This is an optimization exercise on Yosys and OpenROAD, whose aim is small area, a short achievable clock period and few clock cycles per item, not a production implementation.
Only simulation tests tie the RTL to the original design; equivalence was not proved.
Power is estimated from default activity; no workload was simulated.

==> flow/design.v (outline; a module is shown in full before it is edited, if it fits) <==
// module hlsm_dp_param: 1010 lines
// module hdp_fa: 4 lines
// module hdp_ha: 4 lines
// module hdp_gp: 4 lines
// module hdp_g: 3 lines
// module hdp_aon: 3 lines
// module hdp_x2: 3 lines
// module hdp_mj: 3 lines
// module hdp_bs: 3 lines
module hlsm_dp_param (
  input  logic        Clk,
  input  logic        Rst,
  input  logic        Start,
  input  logic [31:0] a,
  input  logic [31:0] b,
  input  logic [31:0] c,
  output logic        Busy,
  output logic        Done,
  output logic [31:0] z,
  output logic [31:0] x,
  output logic        Ovf
);
  // ...
==> flow/flow/run.sh <==
#!/bin/bash
# Own layout flow: the standard flow (standard.sh) in three parts.
#  1. standard synthesis, unchanged;
#  2. flow/downsize.tcl: every combinational cell that synthesis mapped to a
#     drive strength above 1 is set to strength 1 (same function and pins); the
#     resizer later upsizes what timing needs;
#  3. the rest of the standard flow, with a tighter internal repair target for
#     setup (SETUP_SLACK_MARGIN; the SDC is unchanged) and buf_2 port buffers.
# Each tool's output goes to a log file of its own here (and ORFS's per-step
# logs under orfs/logs).
set -euo pipefail
MARGIN=${MARGIN:-6}
bash standard.sh synth > make_synth.log 2>&1
openroad -no_init -exit flow/downsize.tcl > downsize.log 2>&1
bash standard.sh SETUP_SLACK_MARGIN=$MARGIN \
  "BUFFER_PORTS_ARGS=-buffer_cell sky130_fd_sc_hd__buf_2" finish > make_finish.log 2>&1
==> flow/flow/downsize.tcl <==
# Set combinational cells of drive strength > 1 to strength 1 in 1_synth.odb.
set odb_file orfs/results/sky130hd/hlsm_dp_param/base/1_synth.odb
read_db $odb_file
set db [ord::get_db]
set n 0
foreach inst [[ord::get_db_block] getInsts] {
  set m [$inst getMaster]
  set name [$m getName]
  if {[regexp {^(sky130_fd_sc_hd__)(\w+)_([0-9]+)$} $name -> pre base size]} {
    if {$size <= 1} continue
    if {[regexp {^(df|edf|sdf|dl|clk|buf|inv|conb|tap|fill|decap)} $base]} continue
    set small [$db findMaster ${pre}${base}_1]
    if {$small eq "NULL" || $small eq ""} continue
    # same pin names required
    set p1 [lsort [lmap t [$m getMTerms] {$t getName}]]
    set p2 [lsort [lmap t [$small getMTerms] {$t getName}]]
    if {$p1 ne $p2} continue
    $inst swapMaster $small
    incr n
  }
}
puts "downsized $n cells"
write_db $odb_file
==> flow/standard.sh <==
#!/bin/bash
# synth_recipe.tcl (not shown) runs the flow's synth.tcl, then flattens the netlist and writes it again
# the make line also repeats each setting of config.mk as NAME=value (left out here)
make -C /OpenROAD-flow-scripts/flow DESIGN_CONFIG=/design/flow/config.mk WORK_HOME=/design/flow/orfs CLKGATE_MAP_FILE= SYNTH_SCRIPT=/design/flow/synth_recipe.tcl "${@:-finish}"
==> flow/config.mk <==
export PLATFORM = sky130hd
export DESIGN_NAME = hlsm_dp_param
export DESIGN_NICKNAME = hlsm_dp_param
export VERILOG_FILES = /design/flow/design.v
export SDC_FILE = /design/flow/constraint.sdc
export NUM_CORES = 4
export LEC_CHECK = 0
export CAP_MARGIN = 20
export CORE_MARGIN = 2
export CORE_UTILIZATION = 40
export CTS_BUF_LIST = sky130_fd_sc_hd__clkbuf_4 sky130_fd_sc_hd__clkbuf_8
export SLEW_MARGIN = 20
export SYNTH_HIERARCHICAL = 1
export SYNTH_MINIMUM_KEEP_SIZE = 0
==> flow/constraint.sdc <==
create_clock -name core_clock -period 12.5 [get_ports {Clk}]
set_input_delay 2.5000 -clock core_clock [delete_from_list [all_inputs] [get_ports {Clk}]]
set_output_delay 2.5000 -clock core_clock [all_outputs]
set_load 0.01 [all_outputs]
==> flow_summary.toml, run 1 <==
[layout]
layout_common_cells = "a22oi_1 (293), xnor2_1 (289), fa_1 (257)"
seq_share_pct = 22.98
clk_share_pct = 3.445
fin_util_pct = 45.73
multi_input_cells = 1709
final_common_cell = "a22oi_1"
stdcell_area_mm2 = 0.02644

[timing]
slew-limit-headroom_pct = 36.06
min_period_over_period_pct = 44.82
rsz0062_at_grt = "false"

[power]
power_density_mw_per_mm2 = 375.9
power.total_mw = 9.938
p_comb_mw = 7.32

[clock_tree]
cts_resized = 0
hold_buffers = 0

[die]
start_util_pct = 40.50
tap_cells = 765

[placed_design]
place_congestion = 0.8897
dpl.hpwl_mm = 53.93

[setup_path]
path_delay_family = "adder cells"
cp-start-kind = "register"
endpoint_kind = "register"

[hold_path]
holdPathEnd = "Done"

[status]
outcome = "complete, no violations"

[route]
vias = 17373
Testbench counts, summed over its fixed seeds: cycles 4,800, items 2,400.
==> run 2: changes to the inputs <==
--- a/flow/flow/run.sh
+++ b/flow/flow/run.sh
@@ -11,3 +11,3 @@
 set -euo pipefail
-MARGIN=${MARGIN:-6}
+MARGIN=${MARGIN:-7.5}
 bash standard.sh synth > make_synth.log 2>&1
==> run 2 against run 1 <==
  * Hold slack got worse by 0.0049 ns
  * First-iteration DRC count rose by 16%
  * Die area did not move
  * Sequential cell count stayed put
  * Largest power group unchanged
  * Wire length up 6.2%
  * Highest routed layer is now met5
  * Register-to-register slack better by 0.65 ns
  * Cell count rose by 2.9%
  * Still clean
  * Global-route usage is 1.2 points higher
  * Clock power grew 1%
  * Via count is 4.3% higher
  * Sequential power barely moved
==> flow_summary.toml, run 2 <==
[clock_tree]
cts_max_level = 2
cts_root_buffer = "clkbuf_8"
clock_sinks = 229
cts_tree = "done"
numCtsBuffers = 43
hold_buffers = 0
clk_latency_ns = 0.64
clk_pin_slew_worst_paths_ns = 0.06
cts_buffer_depth = 3

[die]
core_mm2 = 0.05781
dieHeight_um = 245.9
rows = 88
die_w_um = 245.9
die-area_mm2 = 0.06048
start_util_pct = 40.50
io_pins = 166

[timing]
fin_setup_tns_ns = 0
maxSlewViolCount = 0
slew-limit-headroom_pct = 42.52
worst_slew_pin_slew_ns = 0.8556
min_period_over_period_pct = 40.43
finalHoldViolCount = 0
fin_crit_ns = 5.054
fin_worst_skew_ns = 0.03007
setup_ws_ns = 7.446
setup_viol = 0
fmax_ghz = 0.1979
rsz0062_at_grt = "true"

[grt]
globalRouteOverflowTotal = 0
antenna_found_initial = 2
grt_max_degree = 63
grt.total_usage_pct = 25.06
grt_pass1_vias = 18893
grt_pass1_wl_mm = 114.5

[layout]
stdcell_area_mm2 = 0.02783
fin_util_pct = 48.15
nets = 2889
syn_to_final_growth_pct = 18.88
final_common_cell = "xnor2_1"
layout_common_cells = "xnor2_1 (276), a22oi_1 (271), a21o_1 (243), fa_1 (243), ha_1 (185)"
drive_gt1_share_pct = 20.16
seqCellArea_mm2 = 0.006235
fillCellCount = 5246
multiInputGateArea_mm2 = 0.01751

[setup_path]
cp_data_arrival_time_ns = 2.55
cpMostUsedCell = "a21o_4"
path_cells = "a21o_1, a21o_4, a21o_4, a21o_4, a21o_1, xor2_1, buf_2"
criticalPathCategory = "register to primary output"
cp-start-kind = "register"
path_max_fanout = 5
cp_slowest_cell = "edfxtp_1"
required_ns = 10.00
max_stage_delay_ns = 0.38
endpoint_kind = "primary output"

[power]
power.total_mw = 10.29
ir_worst_vdd_uv = 546.7
p_leak_nw = 12.18
power_density_mw_per_mm2 = 369.8

[route]
avgViaCountPerCell = 5.765
drc = 0
drt_pre_antenna_iters = 7
routedWlPerCell_um = 24.14
drt_wl_total_mm = 75.86
vias = 18119
drtIter0Drc = 1510
ant_nets = 0

[hold_path]
hp-class = "register to register"

[job]
drv_cap = 0

[yosys]
synthCells = 2002
ys_warn_count = 8
avgSynthCellArea_um2 = 11.69
syn-cell-area_mm2 = 0.02341

[placed_design]
port-buffer-count = 165
dpl.hpwl_mm = 53.84
dpl_cell_area_mm2 = 0.02547
place_congestion = 0.8884
place_ws_ns = 6.906

[status]
outcome = "complete, no violations"
-- run 2: worst paths after layout --
path,cells past startpoint,slack [ns],end,startpoint
min reg2reg,1,0.48,Done,Done
min in group asynchronous,2,1.71,Busy,Rst
min,1,0.48,Done,Done
max,7,7.45,x[26],xpr[1]
max in group asynchronous,2,10.67,Busy,Rst
max reg2reg,10,7.55,xpr[30],bo[7]
-- run 2: routing by layer --
metal,GRT usage (%),part of all wire (%),wire [um],vias up
met5,0,0.0092,7,-
met4,9.679,3.8,2863,2
met3,4.518,8.0,6095,167
met2,41.72,48,36220,850
met1,32.32,40,30670,9145
li1,-,-,-,7955
-- run 2: where the power goes --
part | leakage (nW) | total, mW | internal [mW] | switching (mW)
clock | 0.482 | 0.800 | 0.444 | 0.356
sequential | 2.12 | 1.83 | 1.68 | 0.151
combinational | 9.57 | 7.66 | 3.77 | 3.89
-- run 2: worst max-delay path: cells and delay by family (launching register included) --
family / cells / cell delay [ns]
AOI/OAI and AO/OA: 5 / 1.16
DFF: 1 / 0.38
xor gates and xnor gates: 1 / 0.19
buffers and inverters: 1 / 0.17
-- run 2: timing repair --
item,4_1_cts,5_1_grt
setup endpoints to repair,39,41
cloned,3,0
gates resized for setup,80,64
buffers inserted,40,62
pin swaps,34,78
-- run 2: final cells by class --
cell class	count	area share [%]
multi-input cells	1711	62.92
clock inverters	21	0.7013
diodes	2	0.01798
clock buffers	58	2.598
inverters	71	0.9845
repair buffers	286	6.941
flip-flops and latches	229	22.40
well taps	765	3.439
-- run 2: through the flow --
| step | hold WS, ns | instances |
|---|---|---|
| CTS | 0.4799 | 3079 |
| global route | 0.4897 | 3142 |
| floorplan | 0.5210 | 2024 |
| detailed placement | 0.4676 | 2957 |
| finish | 0.4783 | 3143 |
| global placement | 0.4584 | 2957 |

## port drivers added, routing unchanged
Ports are ideal in the flow. The routed layouts listed here were re-timed in OpenROAD. Step 1: set_driving_cell puts a clkbuf_16 on Clk and a buf_2 on each other input, an assumption about the parent block. Step 2, shift: input delay + t, output delay - t, t = (earliest + latest rising clock arrival at the registers) / 2. This alone moves slack from input paths to output paths. a / b / c = ideal ports / drivers / drivers and shift; a / b = the first two.
run | t, ns | setup slack, ns | clock arrival spread, ns | worst register clock-pin slew, ns
run 1 | 0.676 | 6.897 / 6.897 / 6.897 | 0.061 / 0.060 | 0.08 / 0.08
run 2 | 0.679 | 7.446 / 7.389 / 6.941 | 0.030 / 0.030 | 0.08 / 0.08
After both steps every run listed still meets setup and hold. The setup slack of run 2, which loses most, moves by -0.057 ns with the drivers and by -0.505 ns with both steps.
